Source: an optimization exercise on an open RTL-to-GDS flow (aim: small area, a short achievable clock period and few clock cycles per item). Production flows keep margins and buffers that such runs may drop. The RTL was checked by simulation tests, not by an equivalence proof against the original design. No activity file was given, so power comes from the tool's default toggle rates.

red:
==> flow/design.v <==
`timescale 1ns / 1ps
package lpr_pkg;
  localparam int unsigned PAGE_W      = 16;
  localparam int unsigned IDX_OUT_W   = 4;
  localparam int unsigned STAMP_W     = 32;
  localparam int unsigned COUNT_W     = 32;
  localparam int unsigned CFG_W       = 5;
  localparam int unsigned FIELD_MAX   = 16;
  localparam int unsigned APB_DATA_W  = 32;
  localparam int unsigned APB_ADDR_W  = 3;
  localparam logic [STAMP_W-1:0] STAMP_MAX = '1;
  localparam logic [COUNT_W-1:0] COUNT_MAX = '1;
  localparam logic [CFG_W-1:0] FRAMES_IN_USE_RESET = 5'd4;
  typedef enum logic [0:0] {
    REG_FRAMES_IN_USE = 1'b0,
    REG_NONE          = 1'b1
  } reg_idx_t;
  typedef enum logic [2:0] {
    ST_IDLE  = 3'b001,
    ST_SCAN  = 3'b010,
    ST_WRITE = 3'b100
  } state_t;
endpackage
`timescale 1ns / 1ps
module lru_page_replacement #(
  parameter int unsigned FRAMES    = 16,
  parameter int unsigned PAGE_BITS = 16
) (
  input  logic                               clk,
  input  logic                               rst,
  input  logic                               req_valid,
  output logic                               req_ready,
  input  logic [lpr_pkg::PAGE_W-1:0]         req_page_number,
  output logic                               rsp_valid,
  input  logic                               rsp_ready,
  output logic                               rsp_hit,
  output logic [lpr_pkg::IDX_OUT_W-1:0]      rsp_frame_index,
  output logic                               rsp_evicted_valid,
  output logic [lpr_pkg::PAGE_W-1:0]         rsp_evicted_page,
  output logic [lpr_pkg::COUNT_W-1:0]        rsp_fault_count,
  output logic                               rsp_stamp_saturated,
  input  logic                               psel,
  input  logic                               penable,
  input  logic                               pwrite,
  input  logic [lpr_pkg::APB_ADDR_W-1:0]     paddr,
  input  logic [lpr_pkg::APB_DATA_W-1:0]     pwdata,
  output logic [lpr_pkg::APB_DATA_W-1:0]     prdata,
  output logic                               pready
);
  localparam int unsigned NF    = 16;
  localparam int unsigned NPAIR = NF * (NF - 1) / 2;
  function automatic integer pidx(input integer i, input integer j);
    pidx = i * NF - (i * (i + 1)) / 2 + (j - i - 1);
  endfunction
  logic [lpr_pkg::CFG_W-1:0] frames_in_use;
  logic                      cfg_write;
  assign pready    = 1'b1;
  assign cfg_write = psel && penable && pwrite && !paddr[2];
  always_ff @(posedge clk) begin
    if (rst)            frames_in_use <= lpr_pkg::FRAMES_IN_USE_RESET;
    else if (cfg_write) frames_in_use <= pwdata[lpr_pkg::CFG_W-1:0];
  end
  assign prdata = paddr[2] ? '0 : lpr_pkg::APB_DATA_W'(frames_in_use);
  logic [NF-1:0] active;
  always_comb begin
    for (int i = 0; i < NF; i++) begin
      active[i] = (i == 0) || (32'(frames_in_use) > i);
    end
  end
  logic                 hq_v;
  logic [PAGE_BITS-1:0] hq_page;
  logic                 proc, acc;
  assign proc      = hq_v && (!rsp_valid || rsp_ready);
  assign req_ready = !hq_v || !rsp_valid || rsp_ready;
  assign acc       = req_valid && req_ready;
  always_ff @(posedge clk) begin
    if (rst) begin
      hq_v <= 1'b0;
    end else if (req_ready) begin
      hq_v <= req_valid;
    end
  end
  always_ff @(posedge clk) begin
    if (acc) begin
      hq_page <= req_page_number;
    end
  end
  logic [PAGE_BITS-1:0] page [NF];
  logic [NF-1:0]        valid;
  logic [NPAIR-1:0]     age;      
  logic [NF-1:0] match, first_hit, empty, first_empty, lru, victim, slot, use_slot;
  logic          hit, any_empty, fault;
  logic [PAGE_BITS-1:0] lru_page;
  always_comb begin
    logic seen;
    seen = 1'b0;
    for (int i = 0; i < NF; i++) begin
      match[i]     = valid[i] && active[i] && (page[i] == hq_page);
      first_hit[i] = match[i] && !seen;
      seen         = seen || match[i];
      empty[i]     = active[i] && !valid[i];
      if (i == 0) first_empty[i] = empty[i];
      else        first_empty[i] = empty[i] && valid[i-1];
    end
    hit       = |match;
    any_empty = |empty;
  end
  always_comb begin
    for (int i = 0; i < NF; i++) begin
      lru[i] = active[i];
      for (int j = 0; j < NF; j++) begin
        if (j != i) begin
          if (i < j) lru[i] = lru[i] && (!active[j] || age[pidx(i, j)]);
          else       lru[i] = lru[i] && (!active[j] || !age[pidx(j, i)]);
        end
      end
    end
  end
  always_comb begin
    lru_page = '0;
    for (int i = 0; i < NF; i++) begin
      lru_page = lru_page | (lru[i] ? page[i] : '0);
    end
  end
  assign victim   = any_empty ? first_empty : lru;
  assign slot     = hit ? first_hit : victim;
  assign fault    = proc && !hit;
  assign use_slot = proc ? slot : '0;
  always_ff @(posedge clk) begin
    if (rst) begin
      valid <= '0;
    end else if (fault) begin
      valid <= valid | victim;
    end
  end
  always_ff @(posedge clk) begin
    for (int i = 0; i < NF; i++) begin
      if (fault && victim[i]) page[i] <= hq_page;
    end
  end
  always_ff @(posedge clk) begin
    for (int i = 0; i < NF; i++) begin
      for (int j = i + 1; j < NF; j++) begin
        age[pidx(i, j)] <= use_slot[j] || (age[pidx(i, j)] && !use_slot[i]);
      end
    end
  end
  logic [lpr_pkg::STAMP_W-1:0] time_now;
  logic [lpr_pkg::COUNT_W-1:0] faults;
  logic [lpr_pkg::IDX_OUT_W-1:0] slot_idx;
  logic                        ev_valid;
  always_comb begin
    slot_idx = '0;
    for (int i = 0; i < NF; i++) begin
      if (slot[i]) slot_idx = slot_idx | lpr_pkg::IDX_OUT_W'(i);
    end
  end
  assign ev_valid = !hit && !any_empty;
  logic [lpr_pkg::STAMP_W-1:0] time_carry;
  logic [lpr_pkg::COUNT_W-1:0] fault_carry;
  logic                        time_inc, fault_inc;
  always_comb begin
    time_carry[0]  = 1'b1;
    fault_carry[0] = 1'b1;
    for (int k = 1; k < 32; k++) begin
      time_carry[k]  = time_carry[k-1] && time_now[k-1];
      fault_carry[k] = fault_carry[k-1] && faults[k-1];
    end
  end
  assign time_inc  = proc && !(time_carry[31] && time_now[31]);
  assign fault_inc = proc && !hit && !(fault_carry[31] && faults[31]);
  always_ff @(posedge clk) begin
    if (rst) begin
      time_now  <= '0;
      faults    <= '0;
      rsp_valid <= 1'b0;
    end else begin
      time_now  <= time_now ^ (time_carry & {lpr_pkg::STAMP_W{time_inc}});
      faults    <= faults ^ (fault_carry & {lpr_pkg::COUNT_W{fault_inc}});
      rsp_valid <= proc || (rsp_valid && !rsp_ready);
    end
  end
  assign rsp_fault_count = faults;
  always_ff @(posedge clk) begin
    if (proc) begin
      rsp_hit             <= hit;
      rsp_frame_index     <= slot_idx;
      rsp_evicted_valid   <= ev_valid;
      rsp_evicted_page    <= ev_valid ? lru_page : '0;
      rsp_stamp_saturated <= &time_now[lpr_pkg::STAMP_W-1:1];
    end
  end
endmodule
export LEC_CHECK = 0
export CAP_MARGIN = 20
export CORE_MARGIN = 2
export CORE_UTILIZATION = 60
export SETUP_SLACK_MARGIN = 5
export SLEW_MARGIN = 20
create_clock -name core_clock -period 10.0 [get_ports {clk}]
standard.sh (not shown) runs the stock make flow with config.mk's settings and CLKGATE_MAP_FILE= SYNTH_SCRIPT=/design/flow/synth_recipe.tcl, a recipe that flattens the netlist after the stock synthesis.
==> flow/flow/run.sh <==
#!/bin/bash
set -euo pipefail
bash standard.sh synth > synth.log 2>&1
bash standard.sh SETUP_SLACK_MARGIN=5.6 \
  "BUFFER_PORTS_ARGS=-buffer_cell sky130_fd_sc_hd__buf_2" finish > layout.log 2>&1
red did not stop at any stage, and its layout met the timing, design-rule and antenna checks.
Testbench counts of red, summed over its fixed seeds: cycles 9,696, items 9,600.
Edits applied to the flow inputs when going from red to blue:
-- flow/config.mk --
<<< red, line 9
export CORE_MARGIN = 2
export CORE_UTILIZATION = 60
export SETUP_SLACK_MARGIN = 5
export SLEW_MARGIN = 20
>>> blue, line 9
export CORE_MARGIN = 2
export CORE_UTILIZATION = 60
export CTS_CLUSTER_DIAMETER = 100
export CTS_CLUSTER_SIZE = 25
export SETUP_SLACK_MARGIN = 5
export SLEW_MARGIN = 20
--- outcome ---
Both conditions hold for blue: the flow ran to the end and the final layout passed the timing, design-rule and antenna checks.
blue vs red: number of nets in the layout down slightly
~same share of the clock period used by the worst path in red and blue
Between blue and red, the number of max-slew violations in the final report does not differ in any meaningful way.
Between red and blue, met1 demand-to-capacity share in global routing increased.
Going from red to blue, cell area shrank by a few percent.
Detailed route wirelength on metal3 of blue exceeds that of red slightly.
Post-detailed-route via-to-cell ratio, red and blue: smaller value in red
Re power density normalized to cell area: red and blue aren't equal, and the lower value belongs to blue.
What blue reported for design internal power has to be multiplied by 1.3 to get the figure for red.
red has a higher clock power share than blue.

## port drivers added, routing unchanged
How much do the figures lean on ideal ports? The routed layouts below were timed once more, with nothing changed but the port constraints.
Step 1 sets driving cells, clkbuf_16 on the clock port and buf_2 on the other inputs (assumed; they add their load-dependent delay and slew).
Step 2 times the ports against the registers' clock, not the clock port: input delays grow and output delays shrink by t, the midpoint of the rising clock arrivals with the driver on.
a / b / c = ideal / step 1 / step 2; a / b = the first two.
run	t (ns)	setup WS [ns]	clock arrival spread, ns	pins driven straight from the clock port
red	0.663	5.543 / 5.511 / 5.252	0.034 / 0.034	1
blue	0.651	5.556 / 5.524 / 5.161	0.045 / 0.045	1
After both steps every run listed still meets setup and hold. For blue, which loses most, drivers alone change the setup slack by -0.032 ns; drivers and shift together by -0.395 ns.
